From an optimization exercise on the open Yosys and OpenROAD flow, aimed at a short achievable clock period and few clock cycles; shortcuts taken in it are not production practice. Power and IR drop assume default switching activity.

== raven ==
==> flow/design.v <==
`default_nettype none
package bsr_pkg;
    typedef enum logic [3:0] {
        IDLE,          
        ROW_PTR_LO,    
        ROW_PTR_HI,    
        CHECK_EMPTY,   
        COL_IDX,       
        LOAD_INIT,     
        LOAD,          
        LOAD_DRAIN,    
        SEND,          
        WAIT_DONE,     
        NEXT_BLOCK,    
        NEXT_ROW,      
        FINISH         
    } sched_state_e;
endpackage
`default_nettype wire
`timescale 1ns/100ps
`default_nettype none
module bsr_scheduler_top (
    input  wire logic                       clk,
    input  wire logic                       rst_n,
    input  wire logic                       start,
    input  wire logic [16-1:0]      cfg_num_block_rows,
    output logic                            row_ptr_rd_en,
    output logic [16-1:0]           row_ptr_rd_addr,
    input  wire logic [32-1:0]      row_ptr_rd_data,
    output logic                            col_idx_rd_en,
    output logic [32-1:0]           col_idx_rd_addr,
    input  wire logic [16-1:0]      col_idx_rd_data,
    output logic                            block_rd_en,
    output logic [32-1:0]           block_rd_addr,
    input  wire logic [8-1:0]     block_rd_data,
    output logic                            systolic_valid,
    output logic [64*8-1:0] systolic_block,
    output logic [16-1:0]           systolic_block_row,
    output logic [16-1:0]           systolic_block_col,
    input  wire logic                       systolic_ready,
    input  wire logic                       systolic_done,
    output logic                            done,
    output logic                            busy,
    output logic [32-1:0]           blocks_processed
);
    logic                   rd_on;       
    logic                   col_on;      
    logic                   blk_on;      
    logic                   ndone_i;     
    logic                   run;         
    logic                   done_r;      
    logic                   nidle;       
    logic                   init;        
    logic                   init_ok;     
    logic                   init2;       
    logic                   go;          
    logic                   e_v;         
    logic [16-1:0]  w_row;       
    logic [16-1:0]  rp_addr;     
    logic                   rp_good;     
    logic [32-1:0]  w_end;       
    logic                   w_ld;        
    logic                   w_end_v;     
    logic                   eq0_r;       
    logic                   eq1_r;       
    logic                   offer_r;     
    logic [32-1:0]  e_blk;       
    logic                   ee0_r;       
    logic                   ee1_r;       
    logic [32-1:0]  w_blk;       
    logic [32-1:0]  w_blk1;      
    logic [32-1:0]  col_addr;    
    logic [32-1:0]  rd_addr;     
    logic [32-1:0]  nxt_addr;    
    logic [6-1:0] prev_sel;  
    logic                   prev_v;
    logic                   lb_r;        
    logic                   full;        
    logic                   pend;        
    logic                   valid_r;     
    logic                   sel0_r;      
    logic                   skid_v;      
    logic [8-1:0] skid;
    logic                   in_array;
    logic                   hs_r;        
    logic [32-1:0]  count_o;     
    logic [32-1:0]  count1;      
    logic [8-1:0] blk_mem [64];
    logic [16-1:0]  blk_row;
    logic [16-1:0]  blk_col;
    wire start_acc = start && !nidle;
    wire valid_i   = full && !pend && !offer_r;
    wire handover  = valid_i && systolic_ready;
    wire rejected  = prev_v && full && !handover && !sel0_r;
    wire in_byte   = go && prev_v;
    wire open_i    = !full || handover;
    wire to_skid   = in_byte && sel0_r && !open_i;
    wire last_byte = go && lb_r;
    wire w_eq      = offer_r ? eq1_r : eq0_r;     
    wire e_eq      = offer_r ? ee1_r : ee0_r;     
    wire w_has     = w_end_v && !w_eq;            
    wire w_step    = w_end_v && w_eq && !e_eq;    
    wire offer     = w_has && (last_byte || pend);
    wire finish    = e_v && e_eq && (!full || pend) && (!in_array || systolic_done);
    always_ff @(posedge clk or negedge rst_n) begin
        if (!rst_n) begin
            rd_on     <= 1'b0;
            col_on    <= 1'b0;
            blk_on    <= 1'b0;
            ndone_i   <= 1'b1;
            run       <= 1'b0;
            done_r    <= 1'b0;
            nidle     <= 1'b0;
            init      <= 1'b0;
            init_ok   <= 1'b0;
            init2     <= 1'b0;
            go        <= 1'b0;
            e_v       <= 1'b0;
            rp_addr   <= '0;
            rp_good   <= 1'b0;
            w_ld      <= 1'b0;
            w_end_v   <= 1'b0;
            prev_v    <= 1'b0;
            lb_r      <= 1'b0;
            full      <= 1'b0;
            pend      <= 1'b0;
            valid_r   <= 1'b0;
            sel0_r    <= 1'b0;
            skid_v    <= 1'b0;
            in_array  <= 1'b0;
            hs_r      <= 1'b0;
            offer_r   <= 1'b0;
            count_o   <= '0;
        end else begin
            offer_r <= go && offer;
            rd_on   <= 1'b1;
            col_on  <= rd_on;
            blk_on  <= col_on;
            rp_good <= 1'b1;
            done_r  <= 1'b0;
            ndone_i <= 1'b1;
            hs_r    <= 1'b0;
            e_v     <= go;
            lb_r    <= go && !rejected && (nxt_addr[6-1:0] == '0);
            sel0_r  <= !rejected && (nxt_addr[6-1:0] == 6'(1));
            if (start_acc) begin
                nidle    <= 1'b1;
                run      <= 1'b1;
                init     <= 1'b1;
                init_ok  <= rd_on;             
                rp_addr  <= rd_on ? cfg_num_block_rows : '0;
                rp_good  <= 1'b0;
                w_ld     <= 1'b0;
                w_end_v  <= 1'b0;
                go       <= 1'b0;
                e_v      <= 1'b0;
                prev_v   <= 1'b0;
                full     <= 1'b0;
                pend     <= 1'b0;
                valid_r  <= 1'b0;
                skid_v   <= 1'b0;
                in_array <= 1'b0;
                count_o  <= '0;
            end else if (!ndone_i) begin
                nidle <= 1'b0;                 
            end else if (init) begin
                if (init_ok) begin
                    init    <= 1'b0;
                    init2   <= 1'b1;
                    rp_addr <= 16'(1);
                    rp_good <= 1'b0;
                end else begin
                    init_ok <= 1'b1;
                    rp_addr <= cfg_num_block_rows;    
                    rp_good <= 1'b0;
                end
            end else if (init2) begin
                init2  <= 1'b0;
                go     <= 1'b1;
                prev_v <= 1'b1;
            end else if (go) begin
                if (w_ld) begin
                    w_ld    <= 1'b0;
                    w_end_v <= 1'b1;
                end else if (!w_end_v) begin
                    if (rp_good) w_ld <= 1'b1;
                end else if (w_step) begin
                    rp_addr <= w_row + 16'(2);
                    rp_good <= 1'b0;
                    w_end_v <= 1'b0;
                end
                prev_v <= !rejected;
                if (last_byte) begin
                    full <= 1'b1;
                    if (!offer) pend <= 1'b1;
                end
                if (offer) pend <= 1'b0;
                if (offer_r) valid_r <= 1'b1;
                if (to_skid) skid_v <= 1'b1;
                if (handover) begin
                    skid_v   <= 1'b0;
                    valid_r  <= 1'b0;
                    full     <= 1'b0;
                    in_array <= 1'b1;
                    hs_r     <= 1'b1;
                end else if (systolic_done) begin
                    in_array <= 1'b0;
                end
                if (hs_r) count_o <= count1;
                if (finish) begin
                    run     <= 1'b0;
                    done_r  <= 1'b1;
                    ndone_i <= 1'b0;
                    go      <= 1'b0;
                    rp_addr <= '0;             
                end
            end
        end
    end
    always_ff @(posedge clk) begin
        if (start_acc) begin
            w_row  <= '0;
            count1 <= 32'(1);
        end else if (go) begin
            if (!w_ld && !w_end_v && rp_good) w_end <= row_ptr_rd_data;
            if (w_end_v && w_step) w_row <= w_row + 1'b1;
            if (offer) w_blk <= w_blk1;
            if (hs_r) count1 <= count1 + 1'b1;
        end
        if (init && init_ok) w_blk <= row_ptr_rd_data;
        if (init2) e_blk <= row_ptr_rd_data;
        w_blk1   <= w_blk + 1'b1;
        col_addr <= w_blk;
        eq0_r    <= (w_end == w_blk);
        eq1_r    <= (w_end == w_blk1);
        ee0_r    <= (e_blk == w_blk);
        ee1_r    <= (e_blk == w_blk1);
        prev_sel <= nxt_addr[6-1:0] - 1'b1;    
        if (init && init_ok) begin
            rd_addr  <= {row_ptr_rd_data[32-6-1:0], 6'(0)};
            nxt_addr <= {row_ptr_rd_data[32-6-1:0], 6'(1)};
        end else if (rejected) begin
            rd_addr  <= {nxt_addr[32-1:6], 6'(1)};
            nxt_addr <= {nxt_addr[32-1:6], 6'(2)};
        end else begin
            rd_addr  <= nxt_addr;
            nxt_addr <= nxt_addr + 1'b1;
        end
        if (to_skid) skid <= block_rd_data;
        if (skid_v && handover) blk_mem[0] <= skid;
        else if (in_byte && open_i && sel0_r) blk_mem[0] <= block_rd_data;
        if (in_byte && open_i && prev_sel == 6'(1)) blk_mem[1] <= block_rd_data;
        for (int k = 2; k < 64; k++) begin
            if (in_byte && prev_sel == 6'(k)) blk_mem[k] <= block_rd_data;
        end
        if (last_byte) blk_col <= col_idx_rd_data;   
        if (offer) blk_row <= w_row;
        for (int k = 0; k < 64; k++) begin
            systolic_block[k*8 +: 8] <= blk_mem[k];
        end
        systolic_block_row <= blk_row;
        systolic_block_col <= blk_col;
    end
    assign row_ptr_rd_en    = rd_on;
    assign row_ptr_rd_addr  = rp_addr;
    assign col_idx_rd_en    = col_on;
    assign col_idx_rd_addr  = col_addr;
    assign block_rd_en      = blk_on;
    assign block_rd_addr    = rd_addr;
    assign systolic_valid   = valid_r;
    assign done             = done_r;
    assign busy             = run;
    assign blocks_processed = count_o;
endmodule
`default_nettype wire
clock: 5.0 ns
lec_check: 0
abc_clock_period_in_ps: 1800
cap_margin: 20
core_margin: 2
core_utilization: 55
setup_slack_margin: 3.2
slew_margin: 20
standard.sh (not shown) runs the stock make flow with config.mk's settings and CLKGATE_MAP_FILE= SYNTH_SCRIPT=/design/flow/synth_recipe.tcl, a recipe that flattens the netlist after the stock synthesis.
==> flow/flow/run.sh <==
#!/bin/bash
# The standard layout, with one extra step before detailed placement: each
# output port's buffer is moved next to the register that drives it
# (flow/move_obuf.tcl). Output of the make run goes to standard.log here.
set -euo pipefail
export PRE_DETAIL_PLACE_TCL="$PWD/flow/move_obuf.tcl"
bash standard.sh > standard.log 2>&1
==> flow/flow/move_obuf.tcl <==
# Move each output port's buffer next to the cell that drives it, so the
# driving register sees a short wire and the stronger buffer drives the long
# wire to the pin.
set block [ord::get_db_block]
set moved 0
foreach bterm [$block getBTerms] {
  if {[$bterm getIoType] != "OUTPUT"} { continue }
  set net [$bterm getNet]
  if {$net == "NULL"} { continue }
  set buf ""
  foreach iterm [$net getITerms] {
    if {[$iterm isOutputSignal]} { set buf [$iterm getInst] }
  }
  if {$buf == ""} { continue }
  set innet ""
  foreach it [$buf getITerms] {
    if {[$it isInputSignal]} { set innet [$it getNet] }
  }
  if {$innet == "" || $innet == "NULL"} { continue }
  set drv ""
  foreach it [$innet getITerms] {
    if {[$it isOutputSignal]} { set drv [$it getInst] }
  }
  if {$drv == ""} { continue }
  if {[[$drv getMaster] isBlock]} { continue }
  if {[$buf getPlacementStatus] == "FIRM" || [$buf getPlacementStatus] == "LOCKED"} { continue }
  set loc [$drv getLocation]
  $buf setLocation [lindex $loc 0] [lindex $loc 1]
  incr moved
}
puts "move_obuf: moved $moved output buffers next to their drivers"
### raven -> onyx
--- a/flow/design.v
+++ b/flow/design.v
@@ -78,30 +78,24 @@
     logic                   full;        
     logic                   pend;        
     logic                   valid_r;     
-    logic                   sel0_r;      
-    logic                   skid_v;      
-    logic [8-1:0] skid;
     logic                   in_array;
     logic                   hs_r;        
     logic [32-1:0]  count_o;     
     logic [32-1:0]  count1;      
     logic [8-1:0] blk_mem [64];
-    logic [16-1:0]  blk_row;
-    logic [16-1:0]  blk_col;
     wire start_acc = start && !nidle;
-    wire valid_i   = full && !pend && !offer_r;
+    wire valid_i   = full && !pend;
     wire handover  = valid_i && systolic_ready;
-    wire rejected  = prev_v && full && !handover && !sel0_r;
+    wire rejected  = prev_v && full && !handover;
     wire in_byte   = go && prev_v;
-    wire open_i    = !full || handover;
-    wire to_skid   = in_byte && sel0_r && !open_i;
+    wire keep0     = in_byte && (!full || handover);
     wire last_byte = go && lb_r;
     wire w_eq      = offer_r ? eq1_r : eq0_r;     
     wire e_eq      = offer_r ? ee1_r : ee0_r;     
     wire w_has     = w_end_v && !w_eq;            
     wire w_step    = w_end_v && w_eq && !e_eq;    
     wire offer     = w_has && (last_byte || pend);
-    wire finish    = e_v && e_eq && (!full || pend) && (!in_array || systolic_done);
+    wire finish    = e_v && e_eq && !valid_i && (!in_array || systolic_done);
     always_ff @(posedge clk or negedge rst_n) begin
         if (!rst_n) begin
             rd_on     <= 1'b0;
@@ -125,8 +119,6 @@
             full      <= 1'b0;
             pend      <= 1'b0;
             valid_r   <= 1'b0;
-            sel0_r    <= 1'b0;
-            skid_v    <= 1'b0;
             in_array  <= 1'b0;
             hs_r      <= 1'b0;
             offer_r   <= 1'b0;
@@ -142,7 +134,6 @@
             hs_r    <= 1'b0;
             e_v     <= go;
             lb_r    <= go && !rejected && (nxt_addr[6-1:0] == '0);
-            sel0_r  <= !rejected && (nxt_addr[6-1:0] == 6'(1));
             if (start_acc) begin
                 nidle    <= 1'b1;
                 run      <= 1'b1;
@@ -158,7 +149,6 @@
                 full     <= 1'b0;
                 pend     <= 1'b0;
                 valid_r  <= 1'b0;
-                skid_v   <= 1'b0;
                 in_array <= 1'b0;
                 count_o  <= '0;
             end else if (!ndone_i) begin
@@ -194,11 +184,11 @@
                     full <= 1'b1;
                     if (!offer) pend <= 1'b1;
                 end
-                if (offer) pend <= 1'b0;
-                if (offer_r) valid_r <= 1'b1;
-                if (to_skid) skid_v <= 1'b1;
+                if (offer) begin
+                    valid_r <= 1'b1;
+                    pend    <= 1'b0;
+                end
                 if (handover) begin
-                    skid_v   <= 1'b0;
                     valid_r  <= 1'b0;
                     full     <= 1'b0;
                     in_array <= 1'b1;
@@ -240,26 +230,23 @@
             rd_addr  <= {row_ptr_rd_data[32-6-1:0], 6'(0)};
             nxt_addr <= {row_ptr_rd_data[32-6-1:0], 6'(1)};
         end else if (rejected) begin
-            rd_addr  <= {nxt_addr[32-1:6], 6'(1)};
-            nxt_addr <= {nxt_addr[32-1:6], 6'(2)};
+            rd_addr  <= {nxt_addr[32-1:6], 6'(0)};
+            nxt_addr <= {nxt_addr[32-1:6], 6'(1)};
         end else begin
             rd_addr  <= nxt_addr;
             nxt_addr <= nxt_addr + 1'b1;
         end
-        if (to_skid) skid <= block_rd_data;
-        if (skid_v && handover) blk_mem[0] <= skid;
-        else if (in_byte && open_i && sel0_r) blk_mem[0] <= block_rd_data;
-        if (in_byte && open_i && prev_sel == 6'(1)) blk_mem[1] <= block_rd_data;
-        for (int k = 2; k < 64; k++) begin
+        if (keep0 && prev_sel == '0) blk_mem[0] <= block_rd_data;
+        for (int k = 1; k < 64; k++) begin
             if (in_byte && prev_sel == 6'(k)) blk_mem[k] <= block_rd_data;
         end
-        if (last_byte) blk_col <= col_idx_rd_data;   
-        if (offer) blk_row <= w_row;
+        if (last_byte) systolic_block_col <= col_idx_rd_data;   
+        if (offer) systolic_block_row <= w_row;
+    end
+    always_comb begin
         for (int k = 0; k < 64; k++) begin
-            systolic_block[k*8 +: 8] <= blk_mem[k];
-        end
-        systolic_block_row <= blk_row;
-        systolic_block_col <= blk_col;
+            systolic_block[k*8 +: 8] = blk_mem[k];
+        end
     end
     assign row_ptr_rd_en    = rd_on;
     assign row_ptr_rd_addr  = rp_addr;
Results
- onyx and raven ended up with roughly the same delay of the slowest critical-path stage.
- Synthesized-area fraction occupied by xor and xnor cells: onyx higher than raven
- Sort onyx and raven by area taken by flip-flops and latches asc -> top: onyx
- Between onyx and raven, count of fill cells added during filler insertion is higher for raven, onyx comes in under that.
- Starting utilization of the core area: onyx and raven compared, higher one is onyx
- Worst path setup slack after routing in onyx is 0.022 ns above raven.
- Against raven, onyx comes in about 20% lower on instance count after placement with tap cells included.
- onyx: insertion delay of the later-clocked pin in the worst-skew pair 0.08 ns below raven
- Switching power: onyx vs raven down 18%
- Measured against raven, the routed length on met3 of onyx comes out at 1.18 times the reference value.
No functional check of the RTL was part of any run of this note.

==> re-timing with driven ports <==
Ports are ideal in the flow. The routed layouts listed here were re-timed in OpenROAD.
Step 1 sets driving cells, clkbuf_16 on the clock port and buf_2 on the other inputs (assumed; they add their load-dependent delay and slew).
Step 2 also shifts input and output timing later by t, the mid clock arrival at the registers, as if the neighbouring blocks saw the same clock.
Three values: ideal ports, drivers, drivers and shift; two values: the first two.
run	t, ns	slack for setup (ns)	worst hold slack (ns)
raven	0.784	2.734 / 2.663 / 2.210	0.316 / 0.316 / 0.316
onyx	0.704	2.756 / 2.691 / 2.421	0.349 / 0.308 / 0.487
After both steps setup and hold are still met in every run listed. For raven, which loses most, drivers alone change the setup slack by -0.071 ns; drivers and shift together by -0.524 ns.
